This design comes from an exercise in tuning for small area on the open sky130 flow, not from production work. In this exercise RTL edits were held to simulation tests only and were not proved equivalent to the original. Power and IR drop assume default switching activity.

## main
==> flow/design.v (excerpt) <==
module clockSyncTop #(
    parameter int clkRate = 50_000,
    parameter int debounceTicks = 200,
    parameter int toleranceTicks = 1_000,
    parameter int detectRange = 3_000,
    parameter int dacCountsPerHz = 35,
    parameter int spiHalfTicks = 2
) (
    input  logic clk,
    input  logic rstN,
    input  logic csrStrobe,
    input  logic ppsPrimary,
    input  logic ppsSecondary,
    input  logic offsetBinary,
    input  csrPkg::csrCommand_t command,
    output csrPkg::syncStatus_t status,
    output syncPkg::dacValue_t dacReadback,
    output logic ppsStrobe,
    output logic SPI_CLK,
    output logic SPI_SYNCn,
    output logic SPI_SDI
);
Size in the first run: ~1,100 cells after synthesis, about 190 flip-flops, roughly 90 I/O pins, roughly 12,000 µm² of cells after synthesis.
==> module ppsQualifier, before the edit <==
module ppsQualifier #(
    parameter int clkRate = 100_000_000,
    parameter int debounceTicks = 200,
    parameter int toleranceTicks = 20_000
) (
    input  logic clk,
    input  logic rstN,
    input  logic ppsAsync,
    output logic ppsStrobe,
    output logic ppsValid
);
    localparam int fastReload = clkRate - toleranceTicks - 1;
    localparam int slowReload = clkRate + toleranceTicks;
    localparam int fastBit = $clog2(slowReload - fastReload + 1);
    localparam int fastSteps = (fastReload + 2 ** fastBit - 1) / (2 ** fastBit);
    localparam int windowOffset = fastSteps * (2 ** fastBit) - fastReload;
    localparam int slowLimit = slowReload + windowOffset;
    localparam int intervalWidth = $clog2(slowLimit + 1);
    localparam int debounceWidth = $clog2(debounceTicks + 1);
    localparam int debounceStart = 2 ** debounceWidth - 1 - debounceTicks;
    logic ppsMeta;
    logic ppsSync;
    logic [debounceWidth-1:0] debounceCount;
    logic [debounceWidth-1:0] debounceNext;
    logic [intervalWidth-1:0] intervalCount;
    logic [intervalWidth-1:0] intervalNext;
    logic debounceDone;
    logic tooFast;
    logic tooSlow;
    logic accept;
    assign debounceDone = &debounceCount;
    assign tooFast = (intervalCount[intervalWidth-1:fastBit] != (intervalWidth - fastBit)'(fastSteps));
    assign tooSlow = (intervalCount == intervalWidth'(slowLimit));
    assign accept = ppsSync && debounceDone;
    rcInc #(.W(debounceWidth)) u_debounceInc (
        .a(debounceCount),
        .cin(!debounceDone),
        .sum(debounceNext)
    );
    rcInc #(.W(intervalWidth)) u_intervalInc (
        .a(intervalCount),
        .cin(!tooSlow),
        .sum(intervalNext)
    );
    always_ff @(posedge clk or negedge rstN) begin
        if (!rstN) begin
            ppsMeta <= 1'b0;
            ppsSync <= 1'b0;
            debounceCount <= debounceWidth'(debounceStart);
            intervalCount <= intervalWidth'(slowLimit);
            ppsStrobe <= 1'b0;
            ppsValid <= 1'b0;
        end else begin
            ppsMeta <= ppsAsync;
            ppsSync <= ppsMeta;
            ppsStrobe <= accept && !tooFast && !tooSlow;
            if (ppsSync) begin
                debounceCount <= debounceWidth'(debounceStart);
            end else begin
                debounceCount <= debounceNext;
            end
            if (accept) begin
                ppsValid <= !tooFast && !tooSlow;
                intervalCount <= intervalWidth'(windowOffset);
            end else begin
                if (tooSlow) begin
                    ppsValid <= 1'b0;
                end
                intervalCount <= intervalNext;
            end
        end
    end
endmodule
Settings: LEC_CHECK=0, CAP_MARGIN=20, CORE_MARGIN=2, CORE_UTILIZATION=40, PLACE_DENSITY=0.6, SLEW_MARGIN=20; clock period 10.0 ns.
standard.sh (not shown) runs the stock make flow with config.mk's settings and CLKGATE_MAP_FILE= SYNTH_SCRIPT=/design/flow/synth_recipe.tcl, a recipe that flattens the netlist after the stock synthesis.
==> flow/flow/run.sh <==
#!/bin/bash
# The standard layout (standard.sh, unchanged synthesis) with two changes:
# - each port gets the platform's smallest buffer (buf_1) as its port buffer
# - clock tree synthesis builds its tree from clkbuf_8 and adds no dummy loads
set -euo pipefail
export BUFFER_PORTS_ARGS="-buffer_cell sky130_fd_sc_hd__buf_1"
export CTS_ARGS="-sink_clustering_enable -repair_clock_nets -dont_use_dummy_load -buf_list sky130_fd_sc_hd__clkbuf_8"
bash standard.sh > standard.log 2>&1
Input changes introduced in the feature branch (baseline for comparison: main):
==> flow/design.v, changed modules only <==
module ppsQualifier #(
    parameter int clkRate = 100_000_000,
    parameter int debounceTicks = 200,
    parameter int toleranceTicks = 20_000
) (
    input  logic clk,
    input  logic rstN,
    input  logic ppsAsync,
    output logic ppsStrobe,
    output logic ppsValid
);
    localparam int fastReload = clkRate - toleranceTicks - 1;
    localparam int slowReload = clkRate + toleranceTicks;
    localparam int fastBit = $clog2(slowReload - fastReload + 1);
    localparam int fastSteps = (fastReload + 2 ** fastBit - 1) / (2 ** fastBit);
    localparam int windowOffset = fastSteps * (2 ** fastBit) - fastReload;
    localparam int slowLimit = slowReload + windowOffset;
    localparam int intervalWidth = $clog2(slowLimit + 1);
    localparam int debounceWidth = $clog2(debounceTicks + 1);
    localparam int debounceStart = 2 ** debounceWidth - 1 - debounceTicks;
    logic ppsMeta;
    logic ppsSync;
    logic ppsDelayed;
    logic [debounceWidth-1:0] debounceCount;
    logic [debounceWidth-1:0] debounceNext;
    logic [intervalWidth-1:0] intervalCount;
    logic [intervalWidth-1:0] intervalNext;
    logic risingEdge;
    logic debounceDone;
    logic tooFast;
    logic tooSlow;
    logic accept;
    assign risingEdge = ppsSync && !ppsDelayed;
    assign debounceDone = &debounceCount;
    assign tooFast = (intervalCount[intervalWidth-1:fastBit] != (intervalWidth - fastBit)'(fastSteps));
    assign tooSlow = (intervalCount == intervalWidth'(slowLimit));
    assign accept = risingEdge && debounceDone;
    rcInc #(.W(debounceWidth)) u_debounceInc (
        .a(debounceCount),
        .cin(!debounceDone),
        .sum(debounceNext)
    );
    rcInc #(.W(intervalWidth)) u_intervalInc (
        .a(intervalCount),
        .cin(!tooSlow),
        .sum(intervalNext)
    );
    always_ff @(posedge clk or negedge rstN) begin
        if (!rstN) begin
            ppsMeta <= 1'b0;
            ppsSync <= 1'b0;
            ppsDelayed <= 1'b0;
            debounceCount <= debounceWidth'(debounceStart);
            intervalCount <= intervalWidth'(slowLimit);
            ppsStrobe <= 1'b0;
            ppsValid <= 1'b0;
        end else begin
            ppsMeta <= ppsAsync;
            ppsSync <= ppsMeta;
            ppsDelayed <= ppsSync;
            ppsStrobe <= accept && !tooFast && !tooSlow;
            if (ppsSync) begin
                debounceCount <= debounceWidth'(debounceStart);
            end else begin
                debounceCount <= debounceNext;
            end
            if (accept) begin
                ppsValid <= !tooFast && !tooSlow;
                intervalCount <= intervalWidth'(windowOffset);
            end else begin
                if (tooSlow) begin
                    ppsValid <= 1'b0;
                end
                intervalCount <= intervalNext;
            end
        end
    end
endmodule
- The feature branch finished all stages; the layout is clean.
- STATUS first-pass GRT wire length: the feature branch loses against main
- On simple-gate share of the synthesized area, the feature branch tracks main almost exactly.
- Compared main against the feature branch; final cell count within noise.
- The feature branch: overall via count from detail_route higher than main
- [compare] base=main new=the feature branch: power after layout went up by 22 µW; count of cell types in the netlist saw an increase; clock period minus worst slack went down; number of filler instances in the final layout moved up.
- [compare] base=main new=the feature branch: compound-gate portion of the synthesized area decreased by 0.85 points relative to the old numbers; first-iteration DRC count shrank by 58; area of the core region now sits at about the same level; clock buffer and inverter area fraction after layout did not really move.
- Taking main as the reference point, the combinational cell fraction of total power of the feature branch rises by 0.6 points.

re-timing with driven ports:
No port has a modelled driver above. Below, the same layouts with a new extraction and two added sets of constraints. Step 1 assumes that a clkbuf_16 drives the clock port and a buf_2 every other input. Step 2 adds t to the input delays and takes it off the output delays; t is the mean of the earliest and latest rising clock arrival at the registers after step 1. Input paths then give back, and output paths get back, about the clock's delay inside the block. Slacks: no drivers / after step 1 / after step 2; pairs: no drivers / after step 1.
run	shift t [ns]	slack for setup (ns)	hold slack, ns	worst setup path at the end
main	0.510	0.835 / 0.835 / 0.835	0.364 / 0.364 / 0.364	register to register
the feature branch	0.506	0.901 / 0.901 / 0.901	0.354 / 0.354 / 0.354	register to register
After both steps every run listed still meets setup and hold.
